This design comes from an exercise in tuning for small area and few clock cycles per item on the open sky130 flow, not from production work.
In this exercise RTL edits were held to simulation tests only and were not proved equivalent to the original.
Power and IR drop assume default switching activity.

==> flow/design.v <==
package pndm_pkg;
    typedef struct packed {
        logic        mode;
        logic [9:0]  raw_gas;
        logic [9:0]  raw_clutch;
        logic [31:0] now_ms;
    } in_t;
    typedef struct packed {
        logic       clutch_alert;
        logic       gas_alert;
        logic [6:0] gas_percent;
    } out_t;
    typedef struct packed {
        logic [2:0]  enables;
        logic [9:0]  gas_idle_max;
        logic [9:0]  gas_full_min;
        logic [9:0]  clutch_margin;
        logic [7:0]  clutch_repeat;
        logic [31:0] window_ms;
        logic [31:0] timeout_ms;
        logic [31:0] cooldown_ms;
    } cfg_t;
    localparam int PADDR_W = 5;
    localparam int REG_IDX_W = 3;
    localparam logic [REG_IDX_W-1:0] REG_ENABLES       = 3'd0;
    localparam logic [REG_IDX_W-1:0] REG_GAS_IDLE_MAX  = 3'd1;
    localparam logic [REG_IDX_W-1:0] REG_GAS_FULL_MIN  = 3'd2;
    localparam logic [REG_IDX_W-1:0] REG_CLUTCH_MARGIN = 3'd3;
    localparam logic [REG_IDX_W-1:0] REG_CLUTCH_REPEAT = 3'd4;
    localparam logic [REG_IDX_W-1:0] REG_WINDOW_MS     = 3'd5;
    localparam logic [REG_IDX_W-1:0] REG_TIMEOUT_MS    = 3'd6;
    localparam logic [REG_IDX_W-1:0] REG_COOLDOWN_MS   = 3'd7;
    localparam logic [2:0]  RST_ENABLES       = 3'd7;
    localparam logic [9:0]  RST_GAS_IDLE_MAX  = 10'd51;
    localparam logic [9:0]  RST_GAS_FULL_MIN  = 10'd951;
    localparam logic [9:0]  RST_CLUTCH_MARGIN = 10'd51;
    localparam logic [7:0]  RST_CLUTCH_REPEAT = 8'd4;
    localparam logic [31:0] RST_WINDOW_MS     = 32'd30000;
    localparam logic [31:0] RST_TIMEOUT_MS    = 32'd10000;
    localparam logic [31:0] RST_COOLDOWN_MS   = 32'd60000;
    localparam int EN_MIRROR = 0;
    localparam int EN_CLUTCH = 1;
    localparam int EN_GAS    = 2;
    localparam logic MODE_SAMPLE    = 1'b0;
    localparam logic MODE_RECONNECT = 1'b1;
    localparam int unsigned MIN_USAGE_PCT = 20;
    localparam int unsigned PCT_SCALE     = 100;
endpackage
module pndm_regs (
    input  logic                          aclk,
    input  logic                          aresetn,
    input  logic                          psel,
    input  logic                          penable,
    input  logic                          pwrite,
    input  logic [pndm_pkg::PADDR_W-1:0]  paddr,
    input  logic [31:0]                   pwdata,
    output logic [31:0]                   prdata,
    output logic                          pready,
    output pndm_pkg::cfg_t                cfg
);
    pndm_pkg::cfg_t                 cfg_reg;
    logic [pndm_pkg::REG_IDX_W-1:0] idx;
    logic                 wr_en;
    assign idx    = paddr[pndm_pkg::PADDR_W-1:2];
    assign wr_en  = psel && penable && pwrite;
    assign pready = 1'b1;
    assign cfg    = cfg_reg;
    always_ff @(posedge aclk) begin
        if (!aresetn) begin
            cfg_reg.enables       <= pndm_pkg::RST_ENABLES;
            cfg_reg.gas_idle_max  <= pndm_pkg::RST_GAS_IDLE_MAX;
            cfg_reg.gas_full_min  <= pndm_pkg::RST_GAS_FULL_MIN;
            cfg_reg.clutch_margin <= pndm_pkg::RST_CLUTCH_MARGIN;
            cfg_reg.clutch_repeat <= pndm_pkg::RST_CLUTCH_REPEAT;
            cfg_reg.window_ms     <= pndm_pkg::RST_WINDOW_MS;
            cfg_reg.timeout_ms    <= pndm_pkg::RST_TIMEOUT_MS;
            cfg_reg.cooldown_ms   <= pndm_pkg::RST_COOLDOWN_MS;
        end else if (wr_en) begin
            unique case (idx)
                pndm_pkg::REG_ENABLES:       cfg_reg.enables       <= pwdata[2:0];
                pndm_pkg::REG_GAS_IDLE_MAX:  cfg_reg.gas_idle_max  <= pwdata[9:0];
                pndm_pkg::REG_GAS_FULL_MIN:  cfg_reg.gas_full_min  <= pwdata[9:0];
                pndm_pkg::REG_CLUTCH_MARGIN: cfg_reg.clutch_margin <= pwdata[9:0];
                pndm_pkg::REG_CLUTCH_REPEAT: cfg_reg.clutch_repeat <= pwdata[7:0];
                pndm_pkg::REG_WINDOW_MS:     cfg_reg.window_ms     <= pwdata;
                pndm_pkg::REG_TIMEOUT_MS:    cfg_reg.timeout_ms    <= pwdata;
                pndm_pkg::REG_COOLDOWN_MS:   cfg_reg.cooldown_ms   <= pwdata;
            endcase
        end
    end
    always_comb begin
        unique case (idx)
            pndm_pkg::REG_ENABLES:       prdata = 32'(cfg_reg.enables);
            pndm_pkg::REG_GAS_IDLE_MAX:  prdata = 32'(cfg_reg.gas_idle_max);
            pndm_pkg::REG_GAS_FULL_MIN:  prdata = 32'(cfg_reg.gas_full_min);
            pndm_pkg::REG_CLUTCH_MARGIN: prdata = 32'(cfg_reg.clutch_margin);
            pndm_pkg::REG_CLUTCH_REPEAT: prdata = 32'(cfg_reg.clutch_repeat);
            pndm_pkg::REG_WINDOW_MS:     prdata = cfg_reg.window_ms;
            pndm_pkg::REG_TIMEOUT_MS:    prdata = cfg_reg.timeout_ms;
            pndm_pkg::REG_COOLDOWN_MS:   prdata = cfg_reg.cooldown_ms;
        endcase
    end
endmodule
module pndm_core #(
    parameter int unsigned TRAVEL_MAX = 1023
) (
    input  logic           aclk,
    input  logic           aresetn,
    input  pndm_pkg::cfg_t cfg,
    input  logic           step_en,
    input  pndm_pkg::in_t  item,
    output pndm_pkg::out_t result
);
    localparam int TW = $clog2(TRAVEL_MAX + 1);
    localparam int CW = (TW > 10) ? TW : 10;
    localparam int NW = $clog2(pndm_pkg::PCT_SCALE * TRAVEL_MAX + 1);
    localparam int LW = $clog2(TRAVEL_MAX);
    localparam int SH = NW + LW;
    localparam longint unsigned RECIP =
        ((longint'(1) << SH) + longint'(TRAVEL_MAX) - 1) / longint'(TRAVEL_MAX);
    localparam longint unsigned KMUL = longint'(pndm_pkg::PCT_SCALE) * RECIP;
    localparam int KW = $clog2(KMUL + 1);
    localparam int PW = TW + KW;
    localparam logic [KW-1:0] KMUL_V = KW'(KMUL);
    logic [TW-1:0] prev_clutch_reg,   prev_clutch_next;
    logic [7:0]    stuck_count_reg,   stuck_count_next;
    logic          racing_reg,        racing_next;
    logic [TW-1:0] peak_gas_reg,      peak_gas_next;
    logic [31:0]   full_time_reg,     full_time_next;
    logic [31:0]   activity_time_reg, activity_time_next;
    logic [31:0]   alert_time_reg,    alert_time_next;
    logic [TW-1:0] gas, clutch, diff, peak_base, peak_max;
    logic [7:0]    stuck_mid;
    logic          gas_idle, stuck_hit, clutch_fire;
    logic          restart, idle_expire, racing_new, at_full, window_due;
    logic          usage_ok, gas_fire;
    logic [31:0]   full_base;
    logic [PW-1:0] prod, pct_q;
    function automatic logic [TW-1:0] to_travel(input logic [9:0] raw, input logic mirror);
        logic [CW-1:0] raw_w;
        logic [TW-1:0] sat;
        raw_w = CW'(raw);
        if (raw_w > CW'(TRAVEL_MAX)) begin
            sat = TW'(TRAVEL_MAX);
        end else begin
            sat = TW'(raw);
        end
        to_travel = mirror ? TW'(TRAVEL_MAX) - sat : sat;
    endfunction
    always_comb begin
        gas    = to_travel(item.raw_gas, cfg.enables[pndm_pkg::EN_MIRROR]);
        clutch = to_travel(item.raw_clutch, cfg.enables[pndm_pkg::EN_MIRROR]);
        gas_idle  = CW'(gas) <= CW'(cfg.gas_idle_max);
        diff      = (clutch >= prev_clutch_reg) ? clutch - prev_clutch_reg
                                                : prev_clutch_reg - clutch;
        stuck_hit = gas_idle && (clutch != '0) && (CW'(diff) <= CW'(cfg.clutch_margin));
        if (!stuck_hit) begin
            stuck_mid = '0;
        end else if (stuck_count_reg == 8'hFF) begin
            stuck_mid = stuck_count_reg;
        end else begin
            stuck_mid = stuck_count_reg + 8'd1;
        end
        clutch_fire = stuck_mid >= cfg.clutch_repeat;
        restart     = !gas_idle && !racing_reg;
        idle_expire = racing_reg && ((item.now_ms - activity_time_reg) > cfg.timeout_ms);
        racing_new  = !gas_idle || (racing_reg && !idle_expire);
        full_base   = restart ? item.now_ms : full_time_reg;
        peak_base   = restart ? '0 : peak_gas_reg;
        peak_max    = (gas > peak_base) ? gas : peak_base;
        at_full     = CW'(gas) >= CW'(cfg.gas_full_min);
        window_due  = ((item.now_ms - full_base) > cfg.window_ms)
                   && ((item.now_ms - alert_time_reg) > cfg.cooldown_ms);
        prod        = PW'(peak_max) * KMUL_V;
        pct_q       = prod >> SH;
        usage_ok    = pct_q > PW'(pndm_pkg::MIN_USAGE_PCT);
        gas_fire    = racing_new && !at_full && window_due && usage_ok;
    end
    always_comb begin
        prev_clutch_next   = prev_clutch_reg;
        stuck_count_next   = stuck_count_reg;
        racing_next        = racing_reg;
        peak_gas_next      = peak_gas_reg;
        full_time_next     = full_time_reg;
        activity_time_next = activity_time_reg;
        alert_time_next    = alert_time_reg;
        result             = '0;
        if (item.mode == pndm_pkg::MODE_RECONNECT) begin
            prev_clutch_next   = '0;
            stuck_count_next   = '0;
            racing_next        = 1'b0;
            peak_gas_next      = '0;
            full_time_next     = item.now_ms;
            activity_time_next = item.now_ms;
        end else begin
            if (cfg.enables[pndm_pkg::EN_CLUTCH]) begin
                prev_clutch_next    = clutch;
                stuck_count_next    = clutch_fire ? 8'd0 : stuck_mid;
                result.clutch_alert = clutch_fire;
            end
            if (cfg.enables[pndm_pkg::EN_GAS]) begin
                racing_next    = racing_new;
                full_time_next = full_base;
                peak_gas_next  = peak_base;
                if (!gas_idle) begin
                    activity_time_next = item.now_ms;
                end
                if (racing_new) begin
                    if (at_full) begin
                        peak_gas_next  = '0;
                        full_time_next = item.now_ms;
                    end else begin
                        peak_gas_next = peak_max;
                    end
                end
                if (gas_fire) begin
                    alert_time_next    = item.now_ms;
                    result.gas_alert   = 1'b1;
                    result.gas_percent = pct_q[6:0];
                end
            end
        end
    end
    always_ff @(posedge aclk) begin
        if (!aresetn) begin
            prev_clutch_reg   <= '0;
            stuck_count_reg   <= '0;
            racing_reg        <= 1'b0;
            peak_gas_reg      <= '0;
            full_time_reg     <= '0;
            activity_time_reg <= '0;
            alert_time_reg    <= '0;
        end else if (step_en) begin
            prev_clutch_reg   <= prev_clutch_next;
            stuck_count_reg   <= stuck_count_next;
            racing_reg        <= racing_next;
            peak_gas_reg      <= peak_gas_next;
            full_time_reg     <= full_time_next;
            activity_time_reg <= activity_time_next;
            alert_time_reg    <= alert_time_next;
        end
    end
endmodule
module pedal_noise_and_drift_monitor #(
    parameter int unsigned TRAVEL_MAX = 1023
) (
    input  logic                          aclk,
    input  logic                          aresetn,
    input  logic                          s_valid,
    output logic                          s_ready,
    input  logic [52:0]                   s_data,
    output logic                          m_valid,
    input  logic                          m_ready,
    output logic [8:0]                    m_data,
    input  logic                          psel,
    input  logic                          penable,
    input  logic                          pwrite,
    input  logic [pndm_pkg::PADDR_W-1:0]  paddr,
    input  logic [31:0]                   pwdata,
    output logic [31:0]                   prdata,
    output logic                          pready
);
    pndm_pkg::cfg_t cfg;
    pndm_pkg::in_t  in_data_reg;
    logic in_valid_reg;
    pndm_pkg::out_t out_data_reg;
    logic out_valid_reg;
    pndm_pkg::out_t result;
    logic advance;
    pndm_pkg::in_t  s_item;
    assign s_item  = pndm_pkg::in_t'(s_data);
    assign advance = in_valid_reg && (!out_valid_reg || m_ready);
    assign s_ready = !in_valid_reg || advance;
    assign m_valid = out_valid_reg;
    assign m_data  = 9'(out_data_reg);
    pndm_regs u_regs (
        .aclk    (aclk),
        .aresetn (aresetn),
        .psel    (psel),
        .penable (penable),
        .pwrite  (pwrite),
        .paddr   (paddr),
        .pwdata  (pwdata),
        .prdata  (prdata),
        .pready  (pready),
        .cfg     (cfg)
    );
    pndm_core #(
        .TRAVEL_MAX (TRAVEL_MAX)
    ) u_core (
        .aclk    (aclk),
        .aresetn (aresetn),
        .cfg     (cfg),
        .step_en (advance),
        .item    (in_data_reg),
        .result  (result)
    );
    always_ff @(posedge aclk) begin
        if (!aresetn) begin
            in_valid_reg  <= 1'b0;
            out_valid_reg <= 1'b0;
        end else begin
            if (s_valid && s_ready) begin
                in_valid_reg <= 1'b1;
            end else if (advance) begin
                in_valid_reg <= 1'b0;
            end
            if (advance) begin
                out_valid_reg <= 1'b1;
            end else if (m_ready) begin
                out_valid_reg <= 1'b0;
            end
        end
    end
    always_ff @(posedge aclk) begin
        if (s_valid && s_ready) begin
            in_data_reg <= s_item;
        end
        if (advance) begin
            out_data_reg <= result;
        end
    end
endmodule
==> flow/run.sh <==
#!/bin/bash
# synth_recipe.tcl (not shown) runs the flow's synth.tcl, then flattens the netlist and writes it again
# the make line also repeats each setting of config.mk as NAME=value (left out here)
make -C /OpenROAD-flow-scripts/flow DESIGN_CONFIG=/design/flow/config.mk WORK_HOME=/design/flow/orfs CLKGATE_MAP_FILE= SYNTH_SCRIPT=/design/flow/synth_recipe.tcl finish
==> flow/config.mk <==
export PLATFORM = sky130hd
export DESIGN_NAME = pedal_noise_and_drift_monitor
export DESIGN_NICKNAME = pedal_noise_and_drift_monitor
export VERILOG_FILES = /design/flow/design.v
export SDC_FILE = /design/flow/constraint.sdc
export NUM_CORES = 4
export LEC_CHECK = 0
export CAP_MARGIN = 20
export CORE_MARGIN = 2
export CORE_UTILIZATION = 40
export SLEW_MARGIN = 20
==> flow/constraint.sdc <==
create_clock -name core_clock -period 12.0 [get_ports {aclk}]
set_input_delay 2.4000 -clock core_clock [delete_from_list [all_inputs] [get_ports {aclk}]]
set_output_delay 2.4000 -clock core_clock [all_outputs]
set_load 0.01 [all_outputs]
==> results.py <==
metrics = {
    "floorplanning": {
        "num_rows": 91,
        "design.core.area_um2": 61700,
        "die_h_um": 254,
        "fp.dieArea_um2": 64400,
        "fp.dieW_um": 254,
        "initial_core_util_pct": 40.4,
        "boundaryPins": 141,
    },
    "layout": {
        "area_growth_syn_to_layout_pct": 14.4,
        "post_route_cells_drive_above_1_share_pct": 4.66,
        "final_nets": 3632,
        "final_common_cell": "nand2_1",
        "antenna_cells": 0,
        "largest_register_ffs": 137,
        "most_used_cells_in_the_layout_excluding_fill_and_tap_cells": "479 x nand2_1, 342 x ha_1, 319 x inv_1",
    },
    "setup_path": {
        "crit_path_end_kind": "flop",
        "regToRegSetupSlack_ns": 1.56,
        "crit_path_top_delay_cell": "dfxtp_1",
        "worst_ep_arrival_time_ns": 10.93,
        "reg2reg_to": "u_core.alert_time_reg[10]$_SDFFE_PN0P_",
        "cpLargestDelayFamily": "compound AO/OA/AOI/OAI gates",
        "crit_buf_inv": 4,
        "criticalPathCategory": "reg2reg",
        "worstSetupStartpointType": "flop",
        "rr_startpoint": "u_regs.cfg_reg[134]$_SDFFE_PN1P_",
        "worst_path_largest_cell_delay_ns": 0.72,
        "worst-endpoint-required_ns": 12.49,
        "ff2ff_path_depth": 34,
        "crit_path_max_fanout": 33,
    },
    "route": {
        "via_per_inst": 5.53,
        "detail_route.wirelength_um": 78300,
        "drt_drc_violations_left": 0,
        "met1Wirelength_um": 36700,
        "drt_first_iter_violations": 1851,
        "post_drt_wl_per_cell_um": 19.4,
        "drt.antenna.violating_nets": 0,
        "via_count": 22300,
        "drt_first_pass_iters": 6,
        "routed.top_layer": "met4",
        "met3_wirelength_um": 4820,
        "met2RoutedLength_um": 34900,
    },
    "clock_tree": {
        "ctsHoldBuffers": 0,
        "max-clock-path-buffers": 3,
        "cts.htree.levels": 2,
        "worst_skew_pair.late_latency_ns": 0.59,
        "cts_resized": 0,
        "root_buffer": "clkbuf_16",
        "numCtsBuffers": 42,
        "post-cts-setup-buffers": 0,
        "clock_sinks": 326,
        "clkSlewWorstSetupHoldPaths_ns": 0.06,
        "cts_tree": "built",
    },
    "timing": {
        "grt_setup_unrepaired": "no",
        "hold_viol": 0,
        "worst-slew-pin-transition_ns": 1.13,
        "max_freq_ghz": 0.0958,
        "max_slew_margin_pct": 24.8,
        "final_period_minus_worst_setup_slack_ns": 10.44,
        "period_share_pct": 87.0,
        "final.setup.tns_ns": 0,
        "report.final.setup_viol": 0,
        "final-max-slew-violation-count": 0,
        "clock_skews_ns": 0.0324,
        "fin_hold_ws_ns": 0.454,
    },
    "logic_synthesis": {
        "yosysUniqueCellTypes": 82,
        "synthCells": 3079,
        "postSynthAreaPerCell_um2": 8.10,
        "syn_std_cell_area_um2": 25000,
        "post-synth-top-area-fraction_pct": 21.2,
        "ys.warnings.count": 3,
        "seq_total_area_yosys_pct": 28.6,
        "synthesized_flop_and_latch_total": 326,
        "mappedNetlistNets": 3549,
        "synth_enable_flop_cells": 62,
        "ys_dominant_reg_cell": "dfxtp_1",
        "synth_top_cell_by_area": "dfxtp_1",
        "synth_area_leaders": "dfxtp_1 21%, ha_1 17%, edfxtp_1 7.5%",
        "synth_async_sr_flop_share_pct": 0,
    },
    "global_route": {
        "wire_length_of_the_first_global_routing_pass_um": 122000,
        "number_of_antenna_violations_at_the_first_check_in_global_routing": 1,
        "first_global_vias": 21600,
        "grt_usage_pct": 24.1,
        "largest_net_degree_at_the_start_of_global_routing": 131,
        "global_route_congestion_overflow_total": 0,
    },
    "worst_hold_path": {
        "holdCritStartpoint": "u_core.activity_time_reg[23]$_SDFFE_PN0P_",
        "whs_endpoint": "u_core.activity_time_reg[23]$_SDFFE_PN0P_",
        "hp-class": "reg2reg",
        "hold_path_depth": 2,
    },
    "placed_design": {
        "hpwlAfterDp_um": 58900,
        "place_congestion": 0.929,
        "numPortBuffers": 137,
    },
    "pwr": {
        "power.leakage_uw": 0.0114,
        "vdd.ir_drop.worst_mv": 0.122,
        "pwr_density_cell_nw_per_um2": 137,
    },
    "run_status": {
        "status": "timing/DRC/antenna clean",
    },
    "job": {
        "drv.max_cap_violation_count": 0,
    },
}
[cells in the mapped netlist, types with 63 or more instances]
| library cell | instances |
|---|---|
| a21o_1 | 70 |
| a21oi_1 | 292 |
| clkbuf_1 | 110 |
| dfxtp_1 | 264 |
| ha_1 | 342 |
| inv_1 | 320 |
| mux2i_1 | 81 |
| nand2_1 | 479 |
| nand3_1 | 87 |
| nor2_1 | 136 |
| o21ai_0 | 150 |
| xnor2_1 | 63 |
[layout make-up]
cell class                      instances  area (µm²)
Fill cell                            6046       33200
Multi-Input combinational cell       2304       16100
Sequential cell                       326        7150
Timing Repair Buffer                  167        1580
Clock buffer                           60        1270
Inverter                              321        1210
Tap cell                              837        1050
Clock inverter                         17         158
[power by group]
| group | total, µW | switching (µW) | internal [µW] |
|---|---|---|---|
| sequential | 1180 | 31.5 | 1150 |
| clock | 1310 | 526 | 781 |
| combinational | 1420 | 857 | 565 |
[stage by stage]
step                instances  power (µW)  instance area (µm²)  setup WS (ns)  util (%)
finish                   4032        3910                28500           1.56      46.3
CTS                      4032        3930                28500           1.62      46.2
global placement         3955        2580                27100           1.79      43.9
floorplan                3079        2180                25000           2.47         -
global route             4032        4150                28500          0.993      46.3
detailed placement       3955        2600                27100           1.71      43.9
[layer usage]
metal	vias up	GRT usage, %
li1	10900	-
met3	111	3.19
met5	-	0
met1	10600	33.7
met2	690	39.0
met4	0	6.24
[cells by family after synthesis]
family / count (synthesis) / synth area share, %
buffers and inverters: 449 / 6.91
xor gates and xnor gates: 113 / 3.97
adders and majority gates: 373 / 19.6
and+or+nand+nor: 947 / 17.2
AOI/OAI and AO/OA: 774 / 19.2
muxes: 96 / 4.42
other: 1 / 0.0150
DFF: 326 / 28.6
[worst register-to-register path, delay by kind of cell, from the launching register on]
family          cells  cell delay [ns]
compound gates     15             4.07
xor+xnor            2             0.47
fa+ha+maj           4             1.16
buf+inv             4             1.49
flops               1             0.72
mux                 1             0.34
simple gates        8             2.12
[how the worst max path moves through the flow]
| stage | startpoint | to | slack (ns) | cells after the start |
|---|---|---|---|---|
| after CTS | u_regs.cfg_reg[134]$_SDFFE_PN1P_ | u_core.alert_time_reg[10]$_SDFFE_PN0P_ | 1.62 | 34 |
| final | u_regs.cfg_reg[134]$_SDFFE_PN1P_ | u_core.alert_time_reg[10]$_SDFFE_PN0P_ | 1.56 | 34 |
| after global placement | u_regs.cfg_reg[134]$_SDFFE_PN1P_ | u_core.alert_time_reg[25]$_SDFFE_PN0P_ | 1.79 | 33 |
| after global routing | u_regs.cfg_reg[134]$_SDFFE_PN1P_ | u_core.alert_time_reg[6]$_SDFFE_PN0P_ | 0.99 | 33 |
| after detailed placement | u_regs.cfg_reg[134]$_SDFFE_PN1P_ | u_core.alert_time_reg[18]$_SDFFE_PN0P_ | 1.71 | 34 |
| after floorplan | u_regs.cfg_reg[134]$_SDFFE_PN1P_ | out_data_reg[2]$_SDFFCE_PP0P_ | 2.47 | 38 |
Testbench counts, summed over its fixed seeds: cycles 16,016, items 16,000.

-- separate check: timing with driven ports --
No port has a modelled driver above. Below, the same layout with a new extraction and two added sets of constraints.
Step 1: set_driving_cell puts a clkbuf_16 on aclk and a buf_2 on each other input, an assumption about the parent block.
Step 2 adds t to the input delays and takes it off the output delays; t is the mean of the earliest and latest rising clock arrival at the registers after step 1. Input paths then give back, and output paths get back, about the clock's delay inside the block.
a / b / c = ideal / step 1 / step 2; a / b = the first two.
t (ns): 0.635
setup WS [ns]: 1.563 / 1.563 / 1.563
worst data-port slew with drivers (ns): 0.08
pins driven straight from the clock port: 1
After both steps this run still meets setup and hold. The setup slack of this run moves by 0.000 ns with the drivers and by 0.000 ns with both steps.
